Context: an optimization exercise on an open-source flow, tuned for small area, a short achievable clock period and few clock cycles per item. The choices shown serve that exercise and are no tape-out recipe. Function was checked by simulation only, so behaviour that the tests miss may differ from the original. No driver is modelled on the clock port, so clocking that relies on it looks cheaper here than on a real chip.

==> design.v <==
`timescale 1ns/1ps
module binconv_hold_reg #(
  parameter int unsigned W = 1
) (
  input  logic         clk_i,
  input  logic         en_i,
  input  logic [W-1:0] data_i,
  output logic [W-1:0] data_o
);
  always_ff @(posedge clk_i) begin
    if (en_i) begin
      data_o <= data_i;
    end
  end
endmodule
`timescale 1ns/1ps
module binconv_window_map (
  input  logic [35:0] wplane_i,
  input  logic        filter_mode_i,
  input  logic        en_i,
  output logic [35:0] wtap_o
);
  for (genvar r = 0; r < 9; r++) begin : g_row
    for (genvar c = 0; c < 4; c++) begin : g_ch
      if (r == 4) begin : g_centre
        assign wtap_o[r*4+c] = en_i & (filter_mode_i ? wplane_i[c] : wplane_i[r*4+c]);
      end else begin : g_other
        assign wtap_o[r*4+c] = en_i & ~filter_mode_i & wplane_i[r*4+c];
      end
    end
  end
endmodule
`timescale 1ns/1ps
module binconv_sequencer (
  input  logic        clk_i,
  input  logic        rst_ni,
  input  logic [2:0]  qw_i,
  input  logic        act_valid_i,
  output logic        act_ready_o,
  input  logic        weight_valid_i,
  output logic        weight_ready_o,
  output logic        pres_valid_o,
  input  logic        pres_ready_i,
  output logic        tile_load_o,
  output logic        plane_load_o,
  output logic        compute_o,
  output logic        clear_o
);
  logic       tv_q;     
  logic       wv_q;     
  logic       af_q;     
  logic       ov_q;     
  logic [1:0] cnt_q;    
  logic       ar_q;     
  logic       wr_q;
  logic compute, last, islast;
  logic tv_d, wv_d, af_d, ov_d;
  logic [1:0] cnt_d;
  assign islast  = (cnt_q == 2'(qw_i - 3'd1));
  assign compute = wv_q & tv_q & ~af_q;
  assign last    = compute & islast;
  assign tile_load_o  = ~tv_q | last;
  assign plane_load_o = ~wv_q | compute;
  assign act_ready_o    = ar_q;
  assign weight_ready_o = wr_q;
  assign pres_valid_o   = ov_q;
  assign compute_o  = compute;
  assign clear_o    = compute & (cnt_q == 2'd0);
  assign tv_d  = (act_valid_i & ar_q) | (tv_q & ~last);
  assign wv_d  = (weight_valid_i & wr_q) | (wv_q & ~compute);
  assign af_d  = (last | af_q) & ov_q & ~pres_ready_i;
  assign ov_d  = last | af_q | (ov_q & ~pres_ready_i);
  assign cnt_d = compute ? (islast ? 2'd0 : cnt_q + 2'd1) : cnt_q;
  logic       islast_d;
  logic [1:0] ready_pr0, ready_pr1;    
  assign islast_d = (cnt_d == 2'(qw_i - 3'd1));
  always_comb begin
    logic af_n0, comp_n0, comp_n1;
    af_n0   = (last | af_q) & ov_q;
    comp_n0 = wv_d & tv_d & ~af_n0;
    comp_n1 = wv_d & tv_d;
    ready_pr0 = {~tv_d | (comp_n0 & islast_d), ~wv_d | comp_n0};
    ready_pr1 = {~tv_d | (comp_n1 & islast_d), ~wv_d | comp_n1};
  end
  always_ff @(posedge clk_i or negedge rst_ni) begin
    if (!rst_ni) begin
      tv_q  <= 1'b0;
      wv_q  <= 1'b0;
      af_q  <= 1'b0;
      ov_q  <= 1'b0;
      cnt_q <= 2'd0;
    end else begin
      tv_q  <= tv_d;
      wv_q  <= wv_d;
      af_q  <= af_d;
      ov_q  <= ov_d;
      cnt_q <= cnt_d;
    end
  end
  always_ff @(posedge clk_i) begin
    {ar_q, wr_q} <= pres_ready_i ? ready_pr1 : ready_pr0;
  end
endmodule
`timescale 1ns/1ps
module binconv_pe (
  input  logic          clk_i,
  input  logic [143:0]  act_i,
  input  logic [35:0]   wtap_i,
  input  logic          shift_i,
  input  logic          clear_i,
  input  logic [1:0]    align_i,
  output logic [15:0]   res_o
);
  wire [143:0] pn;
  for (genvar i = 0; i < 36; i++) begin : g_prod
    assign pn[i*4 +: 4] = ~(act_i[i*4 +: 4] & {4{wtap_i[i]}});
  end
  logic [12:0] r_n_q;
  wire  [12:0] r_n_d;
  wire  [12:0] fb_n;
  wire  [13:0]   r_n_ext;
  assign r_n_ext = {1'b1, r_n_q};
  for (genvar k = 0; k < 13; k++) begin : g_fb
    assign fb_n[k] = shift_i ? (clear_i | r_n_ext[k+1]) : r_n_q[k];
  end
  wire fs0, fc0;
  binconv_fa u_fa0 (.a_i(pn[0]), .b_i(pn[100]), .c_i(pn[104]), .s_o(fs0), .c_o(fc0));
  wire fs1, fc1;
  binconv_fa u_fa1 (.a_i(pn[108]), .b_i(pn[112]), .c_i(pn[116]), .s_o(fs1), .c_o(fc1));
  wire fs2, fc2;
  binconv_fa u_fa2 (.a_i(pn[120]), .b_i(pn[124]), .c_i(pn[128]), .s_o(fs2), .c_o(fc2));
  wire fs3, fc3;
  binconv_fa u_fa3 (.a_i(pn[12]), .b_i(pn[132]), .c_i(pn[136]), .s_o(fs3), .c_o(fc3));
  wire fs4, fc4;
  binconv_fa u_fa4 (.a_i(pn[140]), .b_i(pn[16]), .c_i(pn[20]), .s_o(fs4), .c_o(fc4));
  wire fs5, fc5;
  binconv_fa u_fa5 (.a_i(pn[24]), .b_i(pn[28]), .c_i(pn[32]), .s_o(fs5), .c_o(fc5));
  wire fs6, fc6;
  binconv_fa u_fa6 (.a_i(pn[36]), .b_i(pn[40]), .c_i(pn[44]), .s_o(fs6), .c_o(fc6));
  wire fs7, fc7;
  binconv_fa u_fa7 (.a_i(pn[48]), .b_i(pn[4]), .c_i(pn[52]), .s_o(fs7), .c_o(fc7));
  wire fs8, fc8;
  binconv_fa u_fa8 (.a_i(pn[56]), .b_i(pn[60]), .c_i(pn[64]), .s_o(fs8), .c_o(fc8));
  wire fs9, fc9;
  binconv_fa u_fa9 (.a_i(pn[68]), .b_i(pn[72]), .c_i(pn[76]), .s_o(fs9), .c_o(fc9));
  wire fs10, fc10;
  binconv_fa u_fa10 (.a_i(pn[80]), .b_i(pn[84]), .c_i(pn[88]), .s_o(fs10), .c_o(fc10));
  wire fs11, fc11;
  binconv_fa u_fa11 (.a_i(pn[8]), .b_i(pn[92]), .c_i(pn[96]), .s_o(fs11), .c_o(fc11));
  wire fs12, fc12;
  binconv_fa u_fa12 (.a_i(fb_n[3]), .b_i(fs0), .c_i(fs1), .s_o(fs12), .c_o(fc12));
  wire fs13, fc13;
  binconv_fa u_fa13 (.a_i(fs10), .b_i(fs11), .c_i(fs2), .s_o(fs13), .c_o(fc13));
  wire fs14, fc14;
  binconv_fa u_fa14 (.a_i(fs3), .b_i(fs4), .c_i(fs5), .s_o(fs14), .c_o(fc14));
  wire fs15, fc15;
  binconv_fa u_fa15 (.a_i(fs6), .b_i(fs7), .c_i(fs8), .s_o(fs15), .c_o(fc15));
  wire fs16, fc16;
  binconv_fa u_fa16 (.a_i(fs9), .b_i(fs12), .c_i(fs13), .s_o(fs16), .c_o(fc16));
  wire fs17, fc17;
  binconv_fa u_fa17 (.a_i(fs14), .b_i(fs15), .c_i(fs16), .s_o(fs17), .c_o(fc17));
  wire fs18, fc18;
  binconv_fa u_fa18 (.a_i(pn[101]), .b_i(pn[105]), .c_i(pn[109]), .s_o(fs18), .c_o(fc18));
  wire fs19, fc19;
  binconv_fa u_fa19 (.a_i(pn[113]), .b_i(pn[117]), .c_i(pn[121]), .s_o(fs19), .c_o(fc19));
  wire fs20, fc20;
  binconv_fa u_fa20 (.a_i(pn[125]), .b_i(pn[129]), .c_i(pn[133]), .s_o(fs20), .c_o(fc20));
  wire fs21, fc21;
  binconv_fa u_fa21 (.a_i(pn[137]), .b_i(pn[13]), .c_i(pn[141]), .s_o(fs21), .c_o(fc21));
  wire fs22, fc22;
  binconv_fa u_fa22 (.a_i(pn[17]), .b_i(pn[1]), .c_i(pn[21]), .s_o(fs22), .c_o(fc22));
  wire fs23, fc23;
  binconv_fa u_fa23 (.a_i(pn[25]), .b_i(pn[29]), .c_i(pn[33]), .s_o(fs23), .c_o(fc23));
  wire fs24, fc24;
  binconv_fa u_fa24 (.a_i(pn[37]), .b_i(pn[41]), .c_i(pn[45]), .s_o(fs24), .c_o(fc24));
  wire fs25, fc25;
  binconv_fa u_fa25 (.a_i(pn[49]), .b_i(pn[53]), .c_i(pn[57]), .s_o(fs25), .c_o(fc25));
  wire fs26, fc26;
  binconv_fa u_fa26 (.a_i(pn[5]), .b_i(pn[61]), .c_i(pn[65]), .s_o(fs26), .c_o(fc26));
  wire fs27, fc27;
  binconv_fa u_fa27 (.a_i(pn[69]), .b_i(pn[73]), .c_i(pn[77]), .s_o(fs27), .c_o(fc27));
  wire fs28, fc28;
  binconv_fa u_fa28 (.a_i(pn[81]), .b_i(pn[85]), .c_i(pn[89]), .s_o(fs28), .c_o(fc28));
  wire fs29, fc29;
  binconv_fa u_fa29 (.a_i(pn[93]), .b_i(pn[97]), .c_i(pn[9]), .s_o(fs29), .c_o(fc29));
  wire fs30, fc30;
  binconv_fa u_fa30 (.a_i(fb_n[4]), .b_i(fc0), .c_i(fc1), .s_o(fs30), .c_o(fc30));
  wire fs31, fc31;
  binconv_fa u_fa31 (.a_i(fc10), .b_i(fc11), .c_i(fc2), .s_o(fs31), .c_o(fc31));
  wire fs32, fc32;
  binconv_fa u_fa32 (.a_i(fc3), .b_i(fc4), .c_i(fc5), .s_o(fs32), .c_o(fc32));
  wire fs33, fc33;
  binconv_fa u_fa33 (.a_i(fc6), .b_i(fc7), .c_i(fc8), .s_o(fs33), .c_o(fc33));
  wire fs34, fc34;
  binconv_fa u_fa34 (.a_i(fc9), .b_i(fs18), .c_i(fs19), .s_o(fs34), .c_o(fc34));
  wire fs35, fc35;
  binconv_fa u_fa35 (.a_i(fs20), .b_i(fs21), .c_i(fs22), .s_o(fs35), .c_o(fc35));
  wire fs36, fc36;
  binconv_fa u_fa36 (.a_i(fs23), .b_i(fs24), .c_i(fs25), .s_o(fs36), .c_o(fc36));
  wire fs37, fc37;
  binconv_fa u_fa37 (.a_i(fs26), .b_i(fs27), .c_i(fs28), .s_o(fs37), .c_o(fc37));
  wire fs38, fc38;
  binconv_fa u_fa38 (.a_i(fs29), .b_i(fc12), .c_i(fc13), .s_o(fs38), .c_o(fc38));
  wire fs39, fc39;
  binconv_fa u_fa39 (.a_i(fc14), .b_i(fc15), .c_i(fs30), .s_o(fs39), .c_o(fc39));
  wire fs40, fc40;
  binconv_fa u_fa40 (.a_i(fs31), .b_i(fs32), .c_i(fs33), .s_o(fs40), .c_o(fc40));
  wire fs41, fc41;
  binconv_fa u_fa41 (.a_i(fs34), .b_i(fs35), .c_i(fs36), .s_o(fs41), .c_o(fc41));
  wire fs42, fc42;
  binconv_fa u_fa42 (.a_i(fs37), .b_i(fs38), .c_i(fs39), .s_o(fs42), .c_o(fc42));
  wire fs43, fc43;
  binconv_fa u_fa43 (.a_i(fs40), .b_i(fc16), .c_i(fs41), .s_o(fs43), .c_o(fc43));
  wire fs44, fc44;
  binconv_fa u_fa44 (.a_i(fc17), .b_i(fs42), .c_i(fs43), .s_o(fs44), .c_o(fc44));
  wire fs45, fc45;
  binconv_fa u_fa45 (.a_i(pn[102]), .b_i(pn[106]), .c_i(pn[10]), .s_o(fs45), .c_o(fc45));
  wire fs46, fc46;
  binconv_fa u_fa46 (.a_i(pn[110]), .b_i(pn[114]), .c_i(pn[118]), .s_o(fs46), .c_o(fc46));
  wire fs47, fc47;
  binconv_fa u_fa47 (.a_i(pn[122]), .b_i(pn[126]), .c_i(pn[130]), .s_o(fs47), .c_o(fc47));
  wire fs48, fc48;
  binconv_fa u_fa48 (.a_i(pn[134]), .b_i(pn[138]), .c_i(pn[142]), .s_o(fs48), .c_o(fc48));
  wire fs49, fc49;
  binconv_fa u_fa49 (.a_i(pn[14]), .b_i(pn[18]), .c_i(pn[22]), .s_o(fs49), .c_o(fc49));
  wire fs50, fc50;
  binconv_fa u_fa50 (.a_i(pn[26]), .b_i(pn[2]), .c_i(pn[30]), .s_o(fs50), .c_o(fc50));
  wire fs51, fc51;
  binconv_fa u_fa51 (.a_i(pn[34]), .b_i(pn[38]), .c_i(pn[42]), .s_o(fs51), .c_o(fc51));
  wire fs52, fc52;
  binconv_fa u_fa52 (.a_i(pn[46]), .b_i(pn[50]), .c_i(pn[54]), .s_o(fs52), .c_o(fc52));
  wire fs53, fc53;
  binconv_fa u_fa53 (.a_i(pn[58]), .b_i(pn[62]), .c_i(pn[66]), .s_o(fs53), .c_o(fc53));
  wire fs54, fc54;
  binconv_fa u_fa54 (.a_i(pn[6]), .b_i(pn[70]), .c_i(pn[74]), .s_o(fs54), .c_o(fc54));
  wire fs55, fc55;
  binconv_fa u_fa55 (.a_i(pn[78]), .b_i(pn[82]), .c_i(pn[86]), .s_o(fs55), .c_o(fc55));
  wire fs56, fc56;
  binconv_fa u_fa56 (.a_i(pn[90]), .b_i(pn[94]), .c_i(pn[98]), .s_o(fs56), .c_o(fc56));
  wire fs57, fc57;
  binconv_fa u_fa57 (.a_i(fb_n[5]), .b_i(fc18), .c_i(fc19), .s_o(fs57), .c_o(fc57));
  wire fs58, fc58;
  binconv_fa u_fa58 (.a_i(fc20), .b_i(fc21), .c_i(fc22), .s_o(fs58), .c_o(fc58));
  wire fs59, fc59;
  binconv_fa u_fa59 (.a_i(fc23), .b_i(fc24), .c_i(fc25), .s_o(fs59), .c_o(fc59));
  wire fs60, fc60;
  binconv_fa u_fa60 (.a_i(fc26), .b_i(fc27), .c_i(fc28), .s_o(fs60), .c_o(fc60));
  wire fs61, fc61;
  binconv_fa u_fa61 (.a_i(fc29), .b_i(fs45), .c_i(fs46), .s_o(fs61), .c_o(fc61));
  wire fs62, fc62;
  binconv_fa u_fa62 (.a_i(fs47), .b_i(fs48), .c_i(fs49), .s_o(fs62), .c_o(fc62));
  wire fs63, fc63;
  binconv_fa u_fa63 (.a_i(fs50), .b_i(fs51), .c_i(fs52), .s_o(fs63), .c_o(fc63));
  wire fs64, fc64;
  binconv_fa u_fa64 (.a_i(fs53), .b_i(fs54), .c_i(fs55), .s_o(fs64), .c_o(fc64));
  wire fs65, fc65;
  binconv_fa u_fa65 (.a_i(fs56), .b_i(fc30), .c_i(fc31), .s_o(fs65), .c_o(fc65));
  wire fs66, fc66;
  binconv_fa u_fa66 (.a_i(fc32), .b_i(fc33), .c_i(fc34), .s_o(fs66), .c_o(fc66));
  wire fs67, fc67;
  binconv_fa u_fa67 (.a_i(fc35), .b_i(fc36), .c_i(fc37), .s_o(fs67), .c_o(fc67));
  wire fs68, fc68;
  binconv_fa u_fa68 (.a_i(fs57), .b_i(fs58), .c_i(fs59), .s_o(fs68), .c_o(fc68));
  wire fs69, fc69;
  binconv_fa u_fa69 (.a_i(fs60), .b_i(fs61), .c_i(fs62), .s_o(fs69), .c_o(fc69));
  wire fs70, fc70;
  binconv_fa u_fa70 (.a_i(fs63), .b_i(fs64), .c_i(fc38), .s_o(fs70), .c_o(fc70));
  wire fs71, fc71;
  binconv_fa u_fa71 (.a_i(fc39), .b_i(fc40), .c_i(fs65), .s_o(fs71), .c_o(fc71));
  wire fs72, fc72;
  binconv_fa u_fa72 (.a_i(fs66), .b_i(fs67), .c_i(fs68), .s_o(fs72), .c_o(fc72));
  wire fs73, fc73;
  binconv_fa u_fa73 (.a_i(fc41), .b_i(fs69), .c_i(fs70), .s_o(fs73), .c_o(fc73));
  wire fs74, fc74;
  binconv_fa u_fa74 (.a_i(fc42), .b_i(fs71), .c_i(fc43), .s_o(fs74), .c_o(fc74));
  wire fs75, fc75;
  binconv_fa u_fa75 (.a_i(fs72), .b_i(fs73), .c_i(fc44), .s_o(fs75), .c_o(fc75));
  wire hs0, hc0;
  assign hs0 = ~(fs74 ^ fs75);
  assign hc0 = fs74 | fs75;
  wire fs76, fc76;
  binconv_fa u_fa76 (.a_i(pn[103]), .b_i(pn[107]), .c_i(pn[111]), .s_o(fs76), .c_o(fc76));
  wire fs77, fc77;
  binconv_fa u_fa77 (.a_i(pn[115]), .b_i(pn[119]), .c_i(pn[11]), .s_o(fs77), .c_o(fc77));
  wire fs78, fc78;
  binconv_fa u_fa78 (.a_i(pn[123]), .b_i(pn[127]), .c_i(pn[131]), .s_o(fs78), .c_o(fc78));
  wire fs79, fc79;
  binconv_fa u_fa79 (.a_i(pn[135]), .b_i(pn[139]), .c_i(pn[143]), .s_o(fs79), .c_o(fc79));
  wire fs80, fc80;
  binconv_fa u_fa80 (.a_i(pn[15]), .b_i(pn[19]), .c_i(pn[23]), .s_o(fs80), .c_o(fc80));
  wire fs81, fc81;
  binconv_fa u_fa81 (.a_i(pn[27]), .b_i(pn[31]), .c_i(pn[35]), .s_o(fs81), .c_o(fc81));
  wire fs82, fc82;
  binconv_fa u_fa82 (.a_i(pn[39]), .b_i(pn[3]), .c_i(pn[43]), .s_o(fs82), .c_o(fc82));
  wire fs83, fc83;
  binconv_fa u_fa83 (.a_i(pn[47]), .b_i(pn[51]), .c_i(pn[55]), .s_o(fs83), .c_o(fc83));
  wire fs84, fc84;
  binconv_fa u_fa84 (.a_i(pn[59]), .b_i(pn[63]), .c_i(pn[67]), .s_o(fs84), .c_o(fc84));
  wire fs85, fc85;
  binconv_fa u_fa85 (.a_i(pn[71]), .b_i(pn[75]), .c_i(pn[79]), .s_o(fs85), .c_o(fc85));
  wire fs86, fc86;
  binconv_fa u_fa86 (.a_i(pn[7]), .b_i(pn[83]), .c_i(pn[87]), .s_o(fs86), .c_o(fc86));
  wire fs87, fc87;
  binconv_fa u_fa87 (.a_i(pn[91]), .b_i(pn[95]), .c_i(pn[99]), .s_o(fs87), .c_o(fc87));
  wire fs88, fc88;
  binconv_fa u_fa88 (.a_i(fb_n[6]), .b_i(fc45), .c_i(fc46), .s_o(fs88), .c_o(fc88));
  wire fs89, fc89;
  binconv_fa u_fa89 (.a_i(fc47), .b_i(fc48), .c_i(fc49), .s_o(fs89), .c_o(fc89));
  wire fs90, fc90;
  binconv_fa u_fa90 (.a_i(fc50), .b_i(fc51), .c_i(fc52), .s_o(fs90), .c_o(fc90));
  wire fs91, fc91;
  binconv_fa u_fa91 (.a_i(fc53), .b_i(fc54), .c_i(fc55), .s_o(fs91), .c_o(fc91));
  wire fs92, fc92;
  binconv_fa u_fa92 (.a_i(fc56), .b_i(fs76), .c_i(fs77), .s_o(fs92), .c_o(fc92));
  wire fs93, fc93;
  binconv_fa u_fa93 (.a_i(fs78), .b_i(fs79), .c_i(fs80), .s_o(fs93), .c_o(fc93));
  wire fs94, fc94;
  binconv_fa u_fa94 (.a_i(fs81), .b_i(fs82), .c_i(fs83), .s_o(fs94), .c_o(fc94));
  wire fs95, fc95;
  binconv_fa u_fa95 (.a_i(fs84), .b_i(fs85), .c_i(fs86), .s_o(fs95), .c_o(fc95));
  wire fs96, fc96;
  binconv_fa u_fa96 (.a_i(fs87), .b_i(fc57), .c_i(fc58), .s_o(fs96), .c_o(fc96));
  wire fs97, fc97;
  binconv_fa u_fa97 (.a_i(fc59), .b_i(fc60), .c_i(fc61), .s_o(fs97), .c_o(fc97));
  wire fs98, fc98;
  binconv_fa u_fa98 (.a_i(fc62), .b_i(fc63), .c_i(fc64), .s_o(fs98), .c_o(fc98));
  wire fs99, fc99;
  binconv_fa u_fa99 (.a_i(fs88), .b_i(fs89), .c_i(fs90), .s_o(fs99), .c_o(fc99));
  wire fs100, fc100;
  binconv_fa u_fa100 (.a_i(fs91), .b_i(fs92), .c_i(fs93), .s_o(fs100), .c_o(fc100));
  wire fs101, fc101;
  binconv_fa u_fa101 (.a_i(fs94), .b_i(fs95), .c_i(fc65), .s_o(fs101), .c_o(fc101));
  wire fs102, fc102;
  binconv_fa u_fa102 (.a_i(fc66), .b_i(fc67), .c_i(fc68), .s_o(fs102), .c_o(fc102));
  wire fs103, fc103;
  binconv_fa u_fa103 (.a_i(fs96), .b_i(fs97), .c_i(fs98), .s_o(fs103), .c_o(fc103));
  wire fs104, fc104;
  binconv_fa u_fa104 (.a_i(fs99), .b_i(fc69), .c_i(fs100), .s_o(fs104), .c_o(fc104));
  wire fs105, fc105;
  binconv_fa u_fa105 (.a_i(fc70), .b_i(fs101), .c_i(fc71), .s_o(fs105), .c_o(fc105));
  wire fs106, fc106;
  binconv_fa u_fa106 (.a_i(fs102), .b_i(fc72), .c_i(fs103), .s_o(fs106), .c_o(fc106));
  wire fs107, fc107;
  binconv_fa u_fa107 (.a_i(fs104), .b_i(fc73), .c_i(fs105), .s_o(fs107), .c_o(fc107));
  wire fs108, fc108;
  binconv_fa u_fa108 (.a_i(fc74), .b_i(fs106), .c_i(fs107), .s_o(fs108), .c_o(fc108));
  wire fs109, fc109;
  binconv_fa u_fa109 (.a_i(fc75), .b_i(hc0), .c_i(fs108), .s_o(fs109), .c_o(fc109));
  wire fs110, fc110;
  binconv_fa u_fa110 (.a_i(fb_n[7]), .b_i(fc76), .c_i(fc77), .s_o(fs110), .c_o(fc110));
  wire fs111, fc111;
  binconv_fa u_fa111 (.a_i(fc78), .b_i(fc79), .c_i(fc80), .s_o(fs111), .c_o(fc111));
  wire fs112, fc112;
  binconv_fa u_fa112 (.a_i(fc81), .b_i(fc82), .c_i(fc83), .s_o(fs112), .c_o(fc112));
  wire fs113, fc113;
  binconv_fa u_fa113 (.a_i(fc84), .b_i(fc85), .c_i(fc86), .s_o(fs113), .c_o(fc113));
  wire fs114, fc114;
  binconv_fa u_fa114 (.a_i(fc87), .b_i(fc88), .c_i(fc89), .s_o(fs114), .c_o(fc114));
  wire fs115, fc115;
  binconv_fa u_fa115 (.a_i(fc90), .b_i(fc91), .c_i(fc92), .s_o(fs115), .c_o(fc115));
  wire fs116, fc116;
  binconv_fa u_fa116 (.a_i(fc93), .b_i(fc94), .c_i(fc95), .s_o(fs116), .c_o(fc116));
  wire fs117, fc117;
  binconv_fa u_fa117 (.a_i(fs110), .b_i(fs111), .c_i(fs112), .s_o(fs117), .c_o(fc117));
  wire fs118, fc118;
  binconv_fa u_fa118 (.a_i(fs113), .b_i(fc96), .c_i(fc97), .s_o(fs118), .c_o(fc118));
  wire fs119, fc119;
  binconv_fa u_fa119 (.a_i(fc98), .b_i(fc99), .c_i(fs114), .s_o(fs119), .c_o(fc119));
  wire fs120, fc120;
  binconv_fa u_fa120 (.a_i(fs115), .b_i(fs116), .c_i(fs117), .s_o(fs120), .c_o(fc120));
  wire fs121, fc121;
  binconv_fa u_fa121 (.a_i(fc100), .b_i(fc101), .c_i(fc102), .s_o(fs121), .c_o(fc121));
  wire fs122, fc122;
  binconv_fa u_fa122 (.a_i(fs118), .b_i(fc103), .c_i(fs119), .s_o(fs122), .c_o(fc122));
  wire fs123, fc123;
  binconv_fa u_fa123 (.a_i(fc104), .b_i(fs120), .c_i(fc105), .s_o(fs123), .c_o(fc123));
  wire fs124, fc124;
  binconv_fa u_fa124 (.a_i(fs121), .b_i(fc106), .c_i(fs122), .s_o(fs124), .c_o(fc124));
  wire fs125, fc125;
  binconv_fa u_fa125 (.a_i(fc107), .b_i(fs123), .c_i(fs124), .s_o(fs125), .c_o(fc125));
  wire fs126, fc126;
  binconv_fa u_fa126 (.a_i(fc108), .b_i(fs125), .c_i(fc109), .s_o(fs126), .c_o(fc126));
  wire fs127, fc127;
  binconv_fa u_fa127 (.a_i(fb_n[8]), .b_i(fc110), .c_i(fc111), .s_o(fs127), .c_o(fc127));
  wire fs128, fc128;
  binconv_fa u_fa128 (.a_i(fc112), .b_i(fc113), .c_i(fc114), .s_o(fs128), .c_o(fc128));
  wire fs129, fc129;
  binconv_fa u_fa129 (.a_i(fc115), .b_i(fc116), .c_i(fc117), .s_o(fs129), .c_o(fc129));
  wire fs130, fc130;
  binconv_fa u_fa130 (.a_i(fs127), .b_i(fc118), .c_i(fs128), .s_o(fs130), .c_o(fc130));
  wire fs131, fc131;
  binconv_fa u_fa131 (.a_i(fc119), .b_i(fs129), .c_i(fc120), .s_o(fs131), .c_o(fc131));
  wire fs132, fc132;
  binconv_fa u_fa132 (.a_i(fc121), .b_i(fc122), .c_i(fs130), .s_o(fs132), .c_o(fc132));
  wire fs133, fc133;
  binconv_fa u_fa133 (.a_i(fs131), .b_i(fc123), .c_i(fc124), .s_o(fs133), .c_o(fc133));
  wire fs134, fc134;
  binconv_fa u_fa134 (.a_i(fs132), .b_i(fc125), .c_i(fs133), .s_o(fs134), .c_o(fc134));
  wire hs1, hc1;
  assign hs1 = ~(fs134 ^ fc126);
  assign hc1 = fs134 | fc126;
  wire fs135, fc135;
  binconv_fa u_fa135 (.a_i(fb_n[9]), .b_i(fc127), .c_i(fc128), .s_o(fs135), .c_o(fc135));
  wire fs136, fc136;
  binconv_fa u_fa136 (.a_i(fc129), .b_i(fc130), .c_i(fs135), .s_o(fs136), .c_o(fc136));
  wire fs137, fc137;
  binconv_fa u_fa137 (.a_i(fc131), .b_i(fc132), .c_i(fs136), .s_o(fs137), .c_o(fc137));
  wire fs138, fc138;
  binconv_fa u_fa138 (.a_i(fc133), .b_i(fs137), .c_i(fc134), .s_o(fs138), .c_o(fc138));
  wire hs2, hc2;
  assign hs2 = ~(fs138 ^ hc1);
  assign hc2 = fs138 | hc1;
  wire fs139, fc139;
  binconv_fa u_fa139 (.a_i(fb_n[10]), .b_i(fc135), .c_i(fc136), .s_o(fs139), .c_o(fc139));
  wire fs140, fc140;
  binconv_fa u_fa140 (.a_i(fc137), .b_i(fs139), .c_i(fc138), .s_o(fs140), .c_o(fc140));
  wire hs3, hc3;
  assign hs3 = ~(fs140 ^ hc2);
  assign hc3 = fs140 | hc2;
  wire fs141, fc141;
  binconv_fa u_fa141 (.a_i(fb_n[11]), .b_i(fc139), .c_i(fc140), .s_o(fs141), .c_o(fc141));
  wire hs4, hc4;
  assign hs4 = ~(hc3 ^ fs141);
  assign hc4 = hc3 | fs141;
  wire fs142, fc142;
  binconv_fa u_fa142 (.a_i(fb_n[12]), .b_i(fc141), .c_i(hc4), .s_o(fs142), .c_o(fc142));
  assign r_n_d = {fs142, hs4, hs3, hs2, hs1, fs126, fs109, hs0, fs44, fs17, fb_n[2], fb_n[1], fb_n[0]};
  always_ff @(posedge clk_i) begin
    r_n_q <= r_n_d;
  end
  wire [12:0] r_d;
  assign r_d   = ~r_n_d;
  assign res_o = 16'(r_d >> align_i);
endmodule
module binconv_fa (
  input  logic a_i,
  input  logic b_i,
  input  logic c_i,
  output logic s_o,
  output logic c_o
);
  assign s_o = a_i ^ b_i ^ c_i;
  assign c_o = (a_i & b_i) | (a_i & c_i) | (b_i & c_i);
endmodule
`timescale 1ns/1ps
module binconv_array_top (
  input  logic          clk_i,
  input  logic          rst_ni,
  input  logic          filter_mode_i,
  input  logic [2:0]    qw_i,
  input  logic [255:0]  act_data_i,
  input  logic          act_valid_i,
  output logic          act_ready_o,
  input  logic [35:0]   weight_data_i,
  input  logic          weight_valid_i,
  output logic          weight_ready_o,
  output logic [63:0]   pres_data_o,
  output logic          pres_valid_o,
  input  logic          pres_ready_i
);
  logic       mode_q;
  logic [2:0] qw_q;
  always_ff @(posedge clk_i) begin
    mode_q <= filter_mode_i;
    qw_q   <= qw_i;
  end
  logic [255:0] tile_q;
  logic [35:0]  plane_q;
  logic [35:0]  wtap;
  logic         compute, clear, out_load, tile_load, plane_load;
  logic [1:0]   align;
  assign align = 2'(3'd4 - qw_q);
  logic [63:0]  res;
  binconv_sequencer u_sequencer (
    .clk_i          ( clk_i          ),
    .rst_ni         ( rst_ni         ),
    .qw_i           ( qw_q           ),
    .act_valid_i    ( act_valid_i    ),
    .act_ready_o    ( act_ready_o    ),
    .weight_valid_i ( weight_valid_i ),
    .weight_ready_o ( weight_ready_o ),
    .pres_valid_o   ( pres_valid_o   ),
    .pres_ready_i   ( pres_ready_i   ),
    .tile_load_o    ( tile_load      ),
    .plane_load_o   ( plane_load     ),
    .compute_o      ( compute        ),
    .clear_o        ( clear          )
  );
  binconv_hold_reg #( .W ( 256 ) ) u_tile_reg (
    .clk_i  ( clk_i       ),
    .en_i   ( tile_load   ),
    .data_i ( act_data_i  ),
    .data_o ( tile_q      )
  );
  binconv_hold_reg #( .W ( 36 ) ) u_plane_reg (
    .clk_i  ( clk_i          ),
    .en_i   ( plane_load     ),
    .data_i ( weight_data_i  ),
    .data_o ( plane_q        )
  );
  binconv_window_map u_window_map (
    .wplane_i      ( plane_q ),
    .filter_mode_i ( mode_q  ),
    .en_i          ( compute ),
    .wtap_o        ( wtap    )
  );
  for (genvar p = 0; p < 4; p++) begin : g_pe
    localparam int PY = p / 2;
    localparam int PX = p % 2;
    logic [143:0] win;
    for (genvar r = 0; r < 9; r++) begin : g_row
      assign win[r*16 +: 16] = tile_q[((PY + r/3) * 4 + (PX + r%3)) * 16 +: 16];
    end
    binconv_pe u_pe (
      .clk_i     ( clk_i            ),
      .act_i     ( win              ),
      .wtap_i    ( wtap             ),
      .shift_i   ( compute          ),
      .clear_i   ( clear            ),
      .align_i   ( align            ),
      .res_o     ( res[p*16 +: 16]  )
    );
  end
  assign out_load = ~pres_valid_o | pres_ready_i;
  logic [51:0] res13, out_q;
  for (genvar p = 0; p < 4; p++) begin : g_res
    assign res13[p*13 +: 13]       = res[p*16 +: 13];
    assign pres_data_o[p*16 +: 16] = {3'b000, out_q[p*13 +: 13]};
  end
  binconv_hold_reg #( .W ( 52 ) ) u_out_reg (
    .clk_i  ( clk_i    ),
    .en_i   ( out_load ),
    .data_i ( res13    ),
    .data_o ( out_q    )
  );
endmodule
==> flow/run.sh <==
#!/bin/bash
# Own layout flow: the standard synthesis unchanged, then the standard ORFS
# layout with
#  - small port buffers: buf_1 on the inputs (the standard buffer_ports call,
#    inputs only) and buf_2 on the outputs (flow/post_gpl.tcl, right after
#    global placement),
#  - a setup margin, so that repair_timing works on the paths that set the
#    achieved period (the port paths),
#  - smaller, shallower clock-tree clusters,
set -euo pipefail
here=$(pwd)
bash standard.sh synth > synth.log 2>&1
bash standard.sh \
  'BUFFER_PORTS_ARGS=-inputs -buffer_cell sky130_fd_sc_hd__buf_1' \
  "POST_GLOBAL_PLACE_TCL=$here/flow/post_gpl.tcl" \
  SETUP_SLACK_MARGIN=39.0 \
  'CTS_ARGS=-sink_clustering_enable -repair_clock_nets -sink_clustering_size 24 -sink_clustering_max_diameter 100 -balance_levels -buf_list {sky130_fd_sc_hd__clkbuf_8 sky130_fd_sc_hd__clkbuf_16}' \
  "POST_CTS_TCL=$here/flow/post_cts.tcl" \
  finish > layout.log 2>&1
==> flow/post_cts.tcl <==
set block [ord::get_db_block]
set clknet [$block findNet clk_i]
set iterms [$clknet getITerms]
if {[llength $iterms] == 1} {
  set root [[lindex $iterms 0] getInst]
  set master [[$root getMaster] getName]
  if {[string match "sky130_fd_sc_hd__clkbuf*" $master]} {
    set outnet ""
    foreach it [$root getITerms] {
      if {[$it isOutputSignal]} { set outnet [$it getNet] }
    }
    set loads {}
    foreach it [$outnet getITerms] {
      if {[$it getInst] != $root} { lappend loads $it }
    }
    set ok [expr {[llength $loads] <= 4 && [llength [$outnet getBTerms]] == 0}]
    foreach it $loads {
      if {![string match "sky130_fd_sc_hd__clkbuf*" [[[$it getInst] getMaster] getName]]} { set ok 0 }
    }
    if {$ok} {
      foreach it $loads { $it disconnect; $it connect $clknet }
      foreach it [$root getITerms] { $it disconnect }
      odb::dbInst_destroy $root
      odb::dbNet_destroy $outnet
      puts "post_cts: bypassed root clock buffer $master, port now drives [llength $loads] buffers"
    } else {
      puts "post_cts: root clock buffer kept ([llength $loads] loads)"
    }
  }
} else {
  puts "post_cts: clock port drives [llength $iterms] cells, left as is"
}
==> flow/post_gpl.tcl <==
# Output ports get their own buffers here; the standard step buffered only
# the inputs (BUFFER_PORTS_ARGS=-inputs ...).
buffer_ports -outputs -buffer_cell sky130_fd_sc_hd__buf_2
==> standard.sh <==
#!/bin/bash
# synth_recipe.tcl (not shown) runs the flow's synth.tcl, then flattens the netlist and writes it again
# the make line also repeats each setting of config.mk as NAME=value (left out here)
make -C /OpenROAD-flow-scripts/flow DESIGN_CONFIG=/design/flow/config.mk WORK_HOME=/design/flow/orfs CLKGATE_MAP_FILE= SYNTH_SCRIPT=/design/flow/synth_recipe.tcl "${@:-finish}"
==> config.mk <==
export PLATFORM = sky130hd
export DESIGN_NAME = binconv_array_top
export DESIGN_NICKNAME = binconv_array_top
export VERILOG_FILES = /design/flow/design.v
export SDC_FILE = /design/flow/constraint.sdc
export NUM_CORES = 4
export LEC_CHECK = 0
export CAP_MARGIN = 20
export CORE_MARGIN = 2
export CORE_UTILIZATION = 70
export PLACE_DENSITY = 0.8
export SLEW_MARGIN = 20
export SYNTH_HIERARCHICAL = 1
==> constraint.sdc <==
create_clock -name core_clock -period 50.0 [get_ports {clk_i}]
set_input_delay 10.0000 -clock core_clock [delete_from_list [all_inputs] [get_ports {clk_i}]]
set_output_delay 10.0000 -clock core_clock [all_outputs]
set_load 0.01 [all_outputs]
==> out/results.txt, run 1 <==
Status: complete, no violations
Final setup skew: 27.7 ps
Remaining global-route overflow: 0
Fin worst setup slack: 38,970 ps
Cell area after synthesis: 28,300 um^2
DRC Markers: 0
Via count: 18.7k
Share of cells above drive strength 1: 0.0714
Mapped Cells: 1,972
Multi-input combinational cell area: 16,200 um^2
Max-Cap Viols: 0
TritonCTS Sinks: 407
Synthesized area per cell: 14.4 um^2
Fin nets: 3,234
RSZ-0062 raised after global routing: true
Critical path origin: u_out_reg.data_o[35]$_DFFE_PP_
Initial antenna violation count: 0
Worst slack at placement: 38,790 ps
Fillers: 2,360
Crit path buffers/inverters: 1
CP Launch Type: flop
Final hold viol count: 0
Non-filler cells, final: 2,879
DIE AREA: 42,100 um^2
Hold WC Path Type: reg -> reg
IO Count: 368
Initial Util: 0.711
Critical path cell sequence: buf_2
DRT met1 WL: 29,600 um
Max Slew Vio Count: 0
Routed len/inst: 31.0 um
Fin crit period: 11,030 ps
Slew HR: 0.165
Setup TNS: 0 ps
Worst-skew pair later-pin latency: 440 ps
Number of global-route vias before repair: 20.2k
Fin util: 0.776
Routed wl met2: 40,200 um
CP arrival: 1030 ps
DR pass1 iterations: 8
Kind of critical path: reg -> out
Final worst path period share: 0.221
Core ar.: 39,800 um^2
Post-route cell area: 30,900 um^2
Die W: 205 um
Most frequent cells in the layout: nand2_1 (601), fa_1 (572), edfxtp_1 (344)
R2R depth: 24
R2r setup slk: 39,990 ps
Routed Antenna Nets: 0
Die height: 205 um
Dpl hpwl: 68,700 um
Leading cell type in the layout, fill and taps excluded: nand2_1
Top Layer Used: met4
Top delay family on crit path: flip-flops
Register clock-pin slew on the reported worst setup and hold paths: 90 ps
Final wirelength: 89,300 um
I/O Buffers: 354
Worst path depth: 1
First-pass GRT wire length: 129,000 um
Initial DRC Count: 2,395
RR Startpoint: u_sequencer.tv_q$_DFF_PN0_
Worst-Margin Slew: 1250 ps
CTS tree: built
Row count: 73
Fmax: 0.0907 GHz
Worst Path Max Fanout: 1
Largest net degree at the start of global routing: 88
Syn. warnings: 12
Inserted Diodes: 0
Reg-to-Reg End: u_out_reg.data_o[36]$_DFFE_PP_
Worst Path Required: 40,000 ps
Met3 WL: 13,000 um
Slowest Stage Delay on Critical Path: 440 ps
DR vias/cell: 6.48
Register area: 11,600 um^2
Setup violators final: 0
Crit. End Element: output pin
Worst Setup EP: pres_data_o[41]
Critical path's slowest cell: edfxtp_1
Placed cell areas: 30,300 um^2
Total Routing Usage GR: 0.446
DP Cell Count: 2,842
Syn-to-layout area delta: 9.09%
tightest hold or removal path, cell delays in order (launching register included):
cell and delay (ps):
dfxtp_1 350, nor2_1 70, nor2_1 70
layer usage:
layer	vias up	global-route usage
li1	7176	-
met1	9354	0.599
met2	1721	0.670
met3	407	0.130
met4	0	0.244
met5	-	0
flip-flops by register name, summed over array words and instances, names as in the netlist:
register            count
u_plane_reg.data_o     36
g_pe.u_pe.r_n_q        52
qw_q                    2
u_sequencer.wr_q        1
u_sequencer.ov_q        1
mode_q                  1
u_sequencer.tv_q        1
u_out_reg.data_o       52
u_sequencer.wv_q        1
u_sequencer.cnt_q       2
u_sequencer.af_q        1
u_tile_reg.data_o     256
u_sequencer.ar_q        1
through the flow:
stage          hold slack [ps]
6_report                   525
3_3_place_gp               490
3_5_place_dp               491
5_1_grt                    548
2_1_floorplan              474
final cells by class:
cell class	count	area share
Multi-Input combinational cell	1468	0.524
Inverter	64	0.00778
Clock buffer	20	0.0162
Tap cell	525	0.0213
Sequential cell	407	0.376
Clock inverter	15	0.00182
Timing Repair Buffer	380	0.0524
how the worst min path moves through the flow:
stage          cells past startpoint                          start                            end  slack, ps
2_1_floorplan                      2  g_pe[0].u_pe.r_n_q[3]$_DFF_P_  g_pe[0].u_pe.r_n_q[2]$_DFF_P_        470
3_5_place_dp                       2       u_sequencer.wr_q$_DFF_P_     u_sequencer.wv_q$_DFF_PN0_        490
5_1_grt                            2       u_sequencer.wr_q$_DFF_P_     u_sequencer.wv_q$_DFF_PN0_        550
3_3_place_gp                       2  g_pe[0].u_pe.r_n_q[1]$_DFF_P_  g_pe[0].u_pe.r_n_q[1]$_DFF_P_        490
6_report                           2  g_pe[3].u_pe.r_n_q[1]$_DFF_P_  g_pe[3].u_pe.r_n_q[1]$_DFF_P_        520
Testbench counts, summed over its fixed seeds: cycles 4,285, items 1,592.
==> run 2, diff against run 1 <==
==> flow/post_cts.tcl (replaced) <==
set block [ord::get_db_block]
set clknet [$block findNet clk_i]

proc clk_out_net {inst} {
  foreach it [$inst getITerms] { if {[$it isOutputSignal]} { return [$it getNet] } }
  return ""
}
proc is_clkbuf {inst} { return [string match "sky130_fd_sc_hd__clkbuf*" [[$inst getMaster] getName]] }

set iterms [$clknet getITerms]
if {[llength $iterms] == 1 && [is_clkbuf [[lindex $iterms 0] getInst]]} {
  set root [[lindex $iterms 0] getInst]
  set outnet [clk_out_net $root]
  set loads {}
  foreach it [$outnet getITerms] { if {[$it getInst] != $root} { lappend loads $it } }
  set ok [expr {[llength $loads] <= 4 && [llength [$outnet getBTerms]] == 0}]
  foreach it $loads { if {![is_clkbuf [$it getInst]]} { set ok 0 } }
  if {$ok} {
    foreach it $loads { $it disconnect; $it connect $clknet }
    foreach it [$root getITerms] { $it disconnect }
    odb::dbInst_destroy $root
    odb::dbNet_destroy $outnet
    puts "post_cts: bypassed the root clock buffer"
  }
}

set n_split 0
while {1} {
  set drivers {}
  foreach it [$clknet getITerms] { lappend drivers [$it getInst] }
  if {[llength $drivers] >= 4} break
  set best ""; set bestn 0
  foreach d $drivers {
    if {![is_clkbuf $d]} continue
    set n [llength [[clk_out_net $d] getITerms]]
    if {$n > $bestn} { set best $d; set bestn $n }
  }
  if {$best eq "" || $bestn < 5} break
  set onet [clk_out_net $best]
  set sinks {}
  foreach it [$onet getITerms] { if {[$it getInst] != $best} { lappend sinks $it } }
  # split along the wider spread of the sinks
  set xs {}; set ys {}
  foreach it $sinks { set l [[$it getInst] getLocation]; lappend xs [lindex $l 0]; lappend ys [lindex $l 1] }
  set xr [expr {[tcl::mathfunc::max {*}$xs] - [tcl::mathfunc::min {*}$xs]}]
  set yr [expr {[tcl::mathfunc::max {*}$ys] - [tcl::mathfunc::min {*}$ys]}]
  set idx [expr {$xr >= $yr ? 0 : 1}]
  set keyed {}
  foreach it $sinks { lappend keyed [list [lindex [[$it getInst] getLocation] $idx] $it] }
  set keyed [lsort -integer -index 0 $keyed]
  set half [expr {[llength $keyed] / 2}]
  set moved [lrange $keyed $half end]
  incr n_split
  set name "clkbuf_split_${n_split}_clk_i"
  set nb [odb::dbInst_create $block [$best getMaster] $name]
  set nn [odb::dbNet_create $block "clknet_split_${n_split}_clk_i"]
  $nn setSigType CLOCK
  set sx 0; set sy 0
  foreach p $moved {
    set it [lindex $p 1]
    set l [[$it getInst] getLocation]
    set sx [expr {$sx + [lindex $l 0]}]; set sy [expr {$sy + [lindex $l 1]}]
    $it disconnect; $it connect $nn
  }
  set cnt [llength $moved]
  $nb setLocation [expr {$sx / $cnt}] [expr {$sy / $cnt}]
  $nb setPlacementStatus PLACED
  foreach it [$nb getITerms] {
    set mt [$it getMTerm]
    if {[$mt getSigType] eq "POWER" || [$mt getSigType] eq "GROUND"} continue
    if {[$it isOutputSignal]} { $it connect $nn } elseif {[$it isInputSignal]} { $it connect $clknet }
  }
  # the old buffer moves to the centre of the loads it keeps
  set sx 0; set sy 0; set kept [lrange $keyed 0 [expr {$half - 1}]]
  foreach p $kept { set l [[[lindex $p 1] getInst] getLocation]; set sx [expr {$sx + [lindex $l 0]}]; set sy [expr {$sy + [lindex $l 1]}] }
  $best setLocation [expr {$sx / [llength $kept]}] [expr {$sy / [llength $kept]}]
  puts "post_cts: split [$best getName] ($bestn pins) into two"
}
if {$n_split > 0} {
  detailed_placement
  check_placement -verbose
}
==> run 2 against run 1 <==
Net effect:
- clock skew rose by 7.2 ps
- maximum frequency rose by 0.62%
- via count rose by 0.80%
- setup slack improved by 69 ps
- critical endpoint unchanged
==> out/results.txt, run 2 <==
Status: complete, no violations
Top delay family on crit path: flip-flops
Die W: 205 um (unchanged)
Hold WC Path Type: reg -> reg
Setup TNS: 0 ps (unchanged)
Initial antenna violation count: 1 (+1)
Share of cells above drive strength 1: 0.0722 (+0.000788)
DR pass1 iterations: 6 (-2)
DR vias/cell: 6.52 (+0.66%)
IO Count: 368 (unchanged)
Final wirelength: 89,400 um (about the same)
Worst Path Required: 40,000 ps (about the same)
Max reg flops: 256 (unchanged)
Fin nets: 3,236 (+0.062%)
Die height: 205 um (unchanged)
Syn-to-layout area delta: 9.26%
Crit path buffers/inverters: 1 (unchanged)
Slew HR: 0.135 (-0.0294)
Slowest Stage Delay on Critical Path: 450 ps (about the same)
Via count: 18.8k (+0.80%)
Fin crit period: 10,960 ps (-68.5 ps)
Worst-Margin Slew: 1300 ps (+44.1 ps)
Routed len/inst: 31.0 um (about the same)
R2r setup slk: 40,010 ps (+20 ps)
Register clock-pin slew on the reported worst setup and hold paths: 90 ps (about the same)
Fillers: 2,352 (-0.34%)
Remaining global-route overflow: 0 (unchanged)
Top flop regs: u_tile_reg.data_o: 256 flops, g_pe.u_pe.r_n_q: 52 flops, u_out_reg.data_o: 52 flops
RSZ-0062 raised after global routing: false
CP Launch Type: flop
Max-Cap Viols: 0 (unchanged)
First-pass GRT wire length: 130,000 um (+0.47%)
Total Routing Usage GR: 0.450 (+0.00382)
Synthesized area per cell: 14.4 um^2 (unchanged)
Core ar.: 39,800 um^2 (unchanged)
Worst slack at placement: 38,790 ps (unchanged)
Final hold viol count: 0 (unchanged)
TritonCTS Sinks: 407 (unchanged)
Critical path's slowest cell: edfxtp_1
Worst-skew pair later-pin latency: 350 ps (-90 ps)
Dpl hpwl: 68,700 um (unchanged)
DIE AREA: 42,100 um^2 (unchanged)
Most flop-heavy register: u_tile_reg.data_o
Most frequent cells in the layout: nand2_1 (601), fa_1 (572), edfxtp_1 (344)
Cell area after synthesis: 28,300 um^2 (unchanged)
Number of global-route vias before repair: 20.3k (+0.52%)
Largest net degree at the start of global routing: 88 (unchanged)
Critical path cell sequence: buf_2
Row count: 73 (unchanged)
Routed Antenna Nets: 0 (unchanged)
Placed cell areas: 30,300 um^2 (unchanged)
Fmax: 0.0913 GHz (+0.62%)
CTS tree: built
Mapped Cells: 1,972 (unchanged)
Fin worst setup slack: 39,040 ps (+68.5 ps)
I/O Buffers: 354 (unchanged)
Initial Util: 0.711 (unchanged)
Max Slew Vio Count: 0 (unchanged)
CP arrival: 960 ps (-70 ps)
Kind of critical path: reg -> out
Worst Path Max Fanout: 1 (unchanged)
Syn. warnings: 12 (unchanged)
Final setup skew: 34.9 ps (+7.22 ps)
Final worst path period share: 0.219 (-0.00137)
DRC Markers: 0 (unchanged)
Initial DRC Count: 2,251 (-6.0%)
Crit. End Element: output pin
Fin util: 0.777 (+0.00123)
Leading cell type in the layout, fill and taps excluded: nand2_1
Post-route cell area: 30,900 um^2 (+0.16%)
Setup violators final: 0 (unchanged)
run 2: changes by cell type in the layout (fill, tap and decap cells not counted):
| cell | change |
|---|---|
| buf_2 | +1 |
| diode_2 | +2 |
| buf_6 | -1 |
| clkbuf_16 | +2 |
run 2: layout make-up, clock buffers not listed:
type	count	area, um^2	area share
repair buffers	380	1610	0.0521
inverters	64	240	0.00776
diodes	2	5.00	0.000162
clock inverters	15	56.3	0.00182
plain buffers	2	50.0	0.00162
well taps	525	657	0.0212
flip-flops and latches	407	11600	0.376
multi-input cells	1468	16200	0.523
run 2: through the flow:
step / hold WS, ps / std cells
global placement: 490 / 2787
global route: 548 / 2882
finish: 524 / 2883
floorplan: 474 / 1983
detailed placement: 491 / 2842
run 2: path summary, 6_finish.rpt:
check,startpoint,cells past startpoint,to
max reg2reg,u_sequencer.tv_q$_DFF_PN0_,24,u_out_reg.data_o[36]$_DFFE_PP_
max,u_out_reg.data_o[35]$_DFFE_PP_,1,pres_data_o[41]
min in group asynchronous,rst_ni,1,u_sequencer.cnt_q[1]$_DFF_PN0_
min reg2reg,g_pe[3].u_pe.r_n_q[1]$_DFF_P_,2,g_pe[3].u_pe.r_n_q[1]$_DFF_P_
max in group asynchronous,rst_ni,1,u_sequencer.ov_q$_DFF_PN0_
min,g_pe[3].u_pe.r_n_q[1]$_DFF_P_,2,g_pe[3].u_pe.r_n_q[1]$_DFF_P_
run 2: layer usage:
| metal | global-route usage | share of wire | up-vias | wire length, um |
|---|---|---|---|---|
| met1 | 0.601 | 0.33 | 9479 | 29500 |
| met3 | 0.138 | 0.15 | 390 | 13100 |
| met2 | 0.670 | 0.45 | 1755 | 40400 |
| met5 | 0 | 0 | - | 0 |
| li1 | - | - | 7183 | - |
| met4 | 0.253 | 0.071 | 0 | 6380 |

port drivers added, routing unchanged:
The flow's constraints put no driver on any port. The routed layouts listed below were extracted and timed again, unchanged, in two steps.
Step 1 (the two cells are an assumption about what drives the block):
set clk [get_ports {clk_i}]
set_driving_cell -lib_cell sky130_fd_sc_hd__clkbuf_16 $clk
set_driving_cell -lib_cell sky130_fd_sc_hd__buf_2 [delete_from_list [all_inputs] $clk]
Step 2 also shifts input and output timing later by t, the mid clock arrival at the registers, as if the neighbouring blocks saw the same clock.
Three values: ideal, step 1, step 2; two values: the first two.
run	t, ns	slack for setup (ns)	hold slack, ns
run 1	0.503	38.974 / 38.892 / 38.756	0.525 / 0.525 / 0.525
run 2	0.468	39.042 / 38.910 / 38.764	0.524 / 0.524 / 0.524
After both steps setup and hold are still met in every run listed. The setup slack of run 2, which loses most, moves by -0.132 ns with the drivers and by -0.278 ns with both steps.
